This design comes from an exercise in tuning for small area, a short achievable clock period and few clock cycles per item on the open sky130 flow, not from production work. Only simulation tests tie the RTL to the original design; equivalence was not proved.

$ cat flow/config.mk
export PLATFORM = sky130hd
export DESIGN_NAME = permutation_unrank_queen_check_core
export DESIGN_NICKNAME = permutation_unrank_queen_check_core
export VERILOG_FILES = /design/flow/design.v
export SDC_FILE = /design/flow/constraint.sdc
export NUM_CORES = 4
export LEC_CHECK = 0
export CAP_MARGIN = 20
export CORE_MARGIN = 2
export CORE_UTILIZATION = 40
export SLEW_MARGIN = 20
$ cat flow/constraint.sdc
create_clock -name core_clock -period 10.0 [get_ports {clk}]
set_input_delay 2.0000 -clock core_clock [delete_from_list [all_inputs] [get_ports {clk}]]
set_output_delay 2.0000 -clock core_clock [all_outputs]
set_load 0.01 [all_outputs]
$ cat flow/design.v
module permutation_unrank_queen_check_core (
  input  logic        clk,
  input  logic        rst,
  input  logic        cfg_wr_en,
  input  logic [3:0]  cfg_wr_data,
  input  logic        rank_in_valid,
  output logic        rank_in_ready,
  input  logic [15:0] rank_in_perm_rank,
  output logic        result_out_valid,
  input  logic        result_out_ready,
  output logic [23:0] result_out_placement,
  output logic        result_out_is_solution,
  output logic        result_out_rank_out_of_range
);
  logic [3:0]  board_size;
  logic [2:0]  nm1;           
  logic        vld;
  logic        oor_q;
  logic [16:0] dig_q;         
  always_ff @(posedge clk) begin
    if (rst) board_size <= 4'd8;
    else if (cfg_wr_en) board_size <= cfg_wr_data;
  end
  always_comb begin
    if (board_size == 4'd0) nm1 = 3'd0;
    else if (board_size[3]) nm1 = 3'd7;
    else nm1 = board_size[2:0] - 3'd1;
  end
  logic [15:0] r;
  logic        oor_d;
  logic [16:0] dig_d;
  assign r = rank_in_perm_rank;
  always_comb begin
    case (nm1)
      3'd0: oor_d = r >= 16'd1;
      3'd1: oor_d = r >= 16'd2;
      3'd2: oor_d = r >= 16'd6;
      3'd3: oor_d = r >= 16'd24;
      3'd4: oor_d = r >= 16'd120;
      3'd5: oor_d = r >= 16'd720;
      3'd6: oor_d = r >= 16'd5040;
      default: oor_d = r >= 16'd40320;
    endcase
  end
  always_comb begin
    logic [14:0] q1;
    logic [12:0] q2;
    logic [10:0] q3;
    logic [8:0]  q4;
    logic [5:0]  q5;
    logic [2:0]  q6;
    logic [1:0]  r3;
    logic [2:0]  r5;
    logic [2:0]  r7;
    logic [2:0]  t3;
    logic [3:0]  t5;
    logic [3:0]  t7;
    logic [1:0]  m3;
    q1 = r[15:1];
    r3 = 2'd0;
    q2 = '0;
    for (int i = 14; i >= 0; i--) begin
      t3 = {r3, q1[i]};
      if (t3 >= 3'd3) begin
        if (i < 13) q2[i] = 1'b1;
        r3 = 2'(t3 - 3'd3);
      end else begin
        r3 = t3[1:0];
      end
    end
    dig_d[0]   = r[0];
    dig_d[2:1] = r3;
    dig_d[4:3] = q2[1:0];
    q3 = q2[12:2];
    r5 = 3'd0;
    q4 = '0;
    for (int i = 10; i >= 0; i--) begin
      t5 = {r5, q3[i]};
      if (t5 >= 4'd5) begin
        if (i < 9) q4[i] = 1'b1;
        r5 = 3'(t5 - 4'd5);
      end else begin
        r5 = t5[2:0];
      end
    end
    dig_d[7:5] = r5;
    m3 = 2'd0;
    q5 = '0;
    for (int i = 8; i >= 1; i--) begin
      t3 = {m3, q4[i]};
      if (t3 >= 3'd3) begin
        if (i - 1 < 6) q5[i-1] = 1'b1;
        m3 = 2'(t3 - 3'd3);
      end else begin
        m3 = t3[1:0];
      end
    end
    dig_d[10:8] = {m3, q4[0]};
    r7 = 3'd0;
    q6 = '0;
    for (int i = 5; i >= 0; i--) begin
      t7 = {r7, q5[i]};
      if (t7 >= 4'd7) begin
        if (i < 3) q6[i] = 1'b1;
        r7 = 3'(t7 - 4'd7);
      end else begin
        r7 = t7[2:0];
      end
    end
    dig_d[13:11] = r7;
    dig_d[16:14] = q6;
  end
  logic rdy;
  assign rdy = !vld || result_out_ready;
  assign rank_in_ready = rdy;
  always_ff @(posedge clk) begin
    if (rst) vld <= 1'b0;
    else if (rdy) vld <= rank_in_valid;
  end
  always_ff @(posedge clk) begin
    if (rdy && rank_in_valid) begin
      oor_q <= oor_d;
      dig_q <= dig_d;
    end
  end
  logic [2:0] dg [0:7];
  logic [2:0] c  [0:7];
  logic [2:0] p  [0:7];
  logic       conflict;
  logic [23:0] place;
  always_comb begin
    dg[0] = 3'd0;
    dg[1] = {2'd0, dig_q[0]};
    dg[2] = {1'b0, dig_q[2:1]};
    dg[3] = {1'b0, dig_q[4:3]};
    dg[4] = dig_q[7:5];
    dg[5] = dig_q[10:8];
    dg[6] = dig_q[13:11];
    dg[7] = dig_q[16:14];
    for (int b = 0; b < 8; b++) begin
      c[b] = 3'd0;
      for (int k = 0; k < 8 - b; k++)
        if (int'(nm1) == k + b) c[b] = dg[k];
    end
    for (int b = 0; b < 8; b++) begin
      p[b] = c[b];
      for (int a = b - 1; a >= 0; a--)
        if (c[a] <= p[b]) p[b] = p[b] + 3'd1;
    end
    conflict = 1'b0;
    for (int j = 0; j < 8; j++)
      for (int k = j + 1; k < 8; k++)
        if (k <= int'(nm1))
          if (p[j] == p[k] + 3'(k - j) && p[j] >= 3'(k - j) || p[k] == p[j] + 3'(k - j) && p[k] >= 3'(k - j))
            conflict = 1'b1;
    place = '0;
    for (int b = 0; b < 8; b++)
      if (b <= int'(nm1) && !oor_q) place[3*b +: 3] = p[b];
  end
  assign result_out_valid             = vld;
  assign result_out_placement         = place;
  assign result_out_is_solution       = !oor_q && !conflict;
  assign result_out_rank_out_of_range = oor_q;
endmodule
$ cat flow/run.sh
#!/bin/bash
# synth_recipe.tcl (not shown) runs the flow's synth.tcl, then flattens the netlist and writes it again
# the make line also repeats each setting of config.mk as NAME=value (left out here)
make -C /OpenROAD-flow-scripts/flow DESIGN_CONFIG=/design/flow/config.mk WORK_HOME=/design/flow/orfs CLKGATE_MAP_FILE= SYNTH_SCRIPT=/design/flow/synth_recipe.tcl finish
==> impl_metrics.toml <==
[cts]
cts_buffers = 3
path_clk_slew_ns = 0.06
ctsHoldBuffers = 0
cts_tree = "built"
worstSkewPairLatency_ns = 0.25
clock_sinks = 23
clockBufferDepth = 2
cts_htree_levels = 1
clockRootBuffer = "clkbuf_16"

[synthesis]
syn_area_um2 = 10600
ys_seq_elements = 23
synth_nets = 1605
synth-edff-count = 18
synth_warnings = 4
syn_inst = 1385
synth.distinct_cells = 109
synth_flop_cell = "edfxtp_1"
avgSynthCellArea_um2 = 7.63
synthArstFlopShare_pct = 0
seq_area_frac_synth_pct = 6.06

[setup_path]
cp-startpoint = "board_size[0]$_SDFFE_PP0P_"
path_max_fanout = 3
cp.required_ns = 8.00
cp_common_cell = "ha_4"
slowest_stage = "or4_4"
cp-end-kind = "output pin"
r2r_start = "board_size[0]$_SDFFE_PP0P_"
max_stage_delay_ns = 0.43
critPathKind = "reg2out"
arrival_ns = 9.70
worstSetupStartpointType = "flop"

[hold_path]
hold_path_class = "reg2reg"
worstHoldStart = "vld$_SDFFE_PP0N_"

[floorplan]
die_h_um = 167
start_util_pct = 40.7
die-area_um2 = 27700
die_x_um = 167
num_rows = 59
io_pins = 53
core_area_um2 = 26000

[grt]
grt_start_max_net_pins = 23
grt_pass1_vias = 12200
antenna_found_initial = 0
grt_pass1_wl_mm = 60.7
grt_overflow = 0
grt_use_total_pct = 26.1

[timing]
hold_viol_final = 0
finClkSkew_ns = 0.00163
drv_slew = 0
timing.slew.headroom_pct = 35.4
period_minus_slack_ns = 11.70
finalSetupTns_ns = -19.94
fmax_mhz = 85.5
whs_ns = 0.552
rsz0062_at_grt = "yes"
fin_ws_ns = -1.70
tightest_slew_ns = 0.962
setup_viol = 17
period_share_pct = 117

[final_layout]
fillers = 2171
insertedDiodeCount = 0
drive_gt1_share_pct = 44.2
instances_no_fill = 2237
nNetsFinal = 2123
final_common_cell = "buf_4"
final_cell_mix = "480 x buf_4, 130 x ha_1, 95 x inv_1"
area_growth_pct = 59.2

[drt]
vias_per_cell = 5.55
wl_per_cell_um = 16.8
wl_mm = 37.7
drtIter0Drc = 889
first_pass_iters = 5
antenna_left = 0
drt_drc_violations_left = 0
vias = 12400

[status]
violatedChecks = "negative setup slack"
status = "complete, but fails checks"

[placement]
portBuffers = 52
dp_hpwl_mm = 29.0
routabilityCongestion = 0.966
placedCellCount = 2146

[run]
maxCapViolations = 0
## registers in the layout (all words and copies together) (netlist names)
name	cells
board_size	4
dig_q	17
oor_q	1
vld	1
## timing repair
action / 4_1_cts / 5_1_grt
setup endpoints to repair: 26 / 27
setup buffers: 61 / 28
gates cloned: 0 / 0
gates resized for setup: 164 / 91
pin swaps: 127 / 78
## cells by family (layout without fill, tap and decap cells)
group | after synthesis | count (layout) | share of synthesized area (%)
muxes | 55 | 55 | 5.69
AOI/OAI and AO/OA | 411 | 411 | 27.4
xor gates and xnor gates | 143 | 143 | 12.0
and+or+nand+nor | 378 | 378 | 18.7
adders and majority gates | 202 | 202 | 23.8
buffers and inverters | 173 | 690 | 6.44
DFF | 23 | 23 | 6.06
## cells in the mapped netlist, drive strengths merged (6+ instances only)
master | count | share of area [%]
ha | 195 | 23
inv | 126 | 4.5
xnor2 | 108 | 9.0
a21oi | 100 | 4.8
nor2 | 91 | 3.4
nand2 | 87 | 3.1
o21ai | 86 | 4.5
nor3 | 48 | 2.3
mux2i | 36 | 3.6
nor2b | 35 | 2.1
xor2 | 35 | 3.0
a21o | 30 | 2.1
a31oi | 30 | 2.0
clkbuf | 29 | 1.0
nand2b | 25 | 1.5
mux2 | 19 | 2.1
edfxtp | 18 | 5.1
nand3 | 18 | 0.85
a211oi | 16 | 1.2
buf | 16 | 0.84
o22ai | 13 | 0.77
or2 | 12 | 0.71
a221oi | 11 | 0.91
o21a | 11 | 0.78
nor4 | 10 | 0.73
a22oi | 9 | 0.73
nor3b | 9 | 0.69
o211ai | 9 | 0.64
or3 | 9 | 0.58
o31ai | 8 | 0.62
and2 | 7 | 0.41
and3 | 7 | 0.41
maj3 | 7 | 0.69
o311ai | 7 | 0.82
a221o | 6 | 0.57
or4 | 6 | 0.43
## path summary, 6_finish.rpt
kind / endpoint / slack (ns) / cells after the start
setup / recovery: result_out_is_solution / -1.70 / 54
hold / removal: vld$_SDFFE_PP0N_ / 0.55 / 2
setup reg to reg: oor_q$_DFFE_PP_ / 7.52 / 11
hold reg to reg: vld$_SDFFE_PP0N_ / 0.55 / 2
## worst max-delay path: cells and delay by family, from the launching register on
kind / cells / cell delay, ns
buffers and inverters: 10 / 0.78
multiplexers: 2 / 0.51
XOR/XNOR: 3 / 0.55
flip-flops: 1 / 0.36
AND/OR/NAND/NOR: 11 / 1.64
AO/OA/AOI/OAI: 15 / 2.33
adder cells (fa/ha/maj): 13 / 3.27
## final cells by class
type                    count  area [µm²]  area share (%)
inverters                 128         493            2.93
well taps                 335         419            2.49
clock buffers               3        75.1           0.446
flip-flops and latches     23         646            3.84
repair buffers            558        4410            26.2
clock inverters             1        5.00          0.0297
multi-input cells        1189       10800            64.1
## through the flow
step / area (µm²) / setup WS [ns] / util [%]
floorplan: 11200 / -2.25 / -
global placement: 15100 / -2.24 / 58.1
detailed placement: 15100 / -2.39 / 58.1
CTS: 16300 / -1.59 / 62.9
global route: 16800 / -2.37 / 64.8
finish: 16800 / -1.70 / 64.8
## layer usage
layer / up-vias / routed length, µm / GRT usage [%]
met1: 5852 / 16800 / 36.0
met3: 76 / 2280 / 1.45
met2: 396 / 17700 / 45.0
li1: 6086 / - / -
met5: - / 0 / 0
met4: 0 / 921 / 5.47
Testbench counts, summed over its fixed seeds: cycles 32,008, items 32,000.

-- afterwards: timing with drivers on the ports --
No port has a modelled driver above. Below, the same layout with a new extraction and two added sets of constraints.
Step 1: set_driving_cell puts a clkbuf_16 on clk and a buf_2 on each other input, an assumption about the parent block.
Step 2 adds t to the input delays and takes it off the output delays; t is the mean of the earliest and latest rising clock arrival at the registers after step 1. Input paths then give back, and output paths get back, about the clock's delay inside the block.
Slacks: no drivers / after step 1 / after step 2; pairs: no drivers / after step 1.
shift t [ns]: 0.285
setup slack, ns: -1.698 / -1.732 / -1.936
worst hold slack (ns): 0.552 / 0.552 / 0.552
latest minus earliest clock arrival (ns): 0.002 / 0.001
worst data-port slew with drivers (ns): 0.04
The setup slack of this run moves by -0.034 ns with the drivers and by -0.238 ns with both steps.
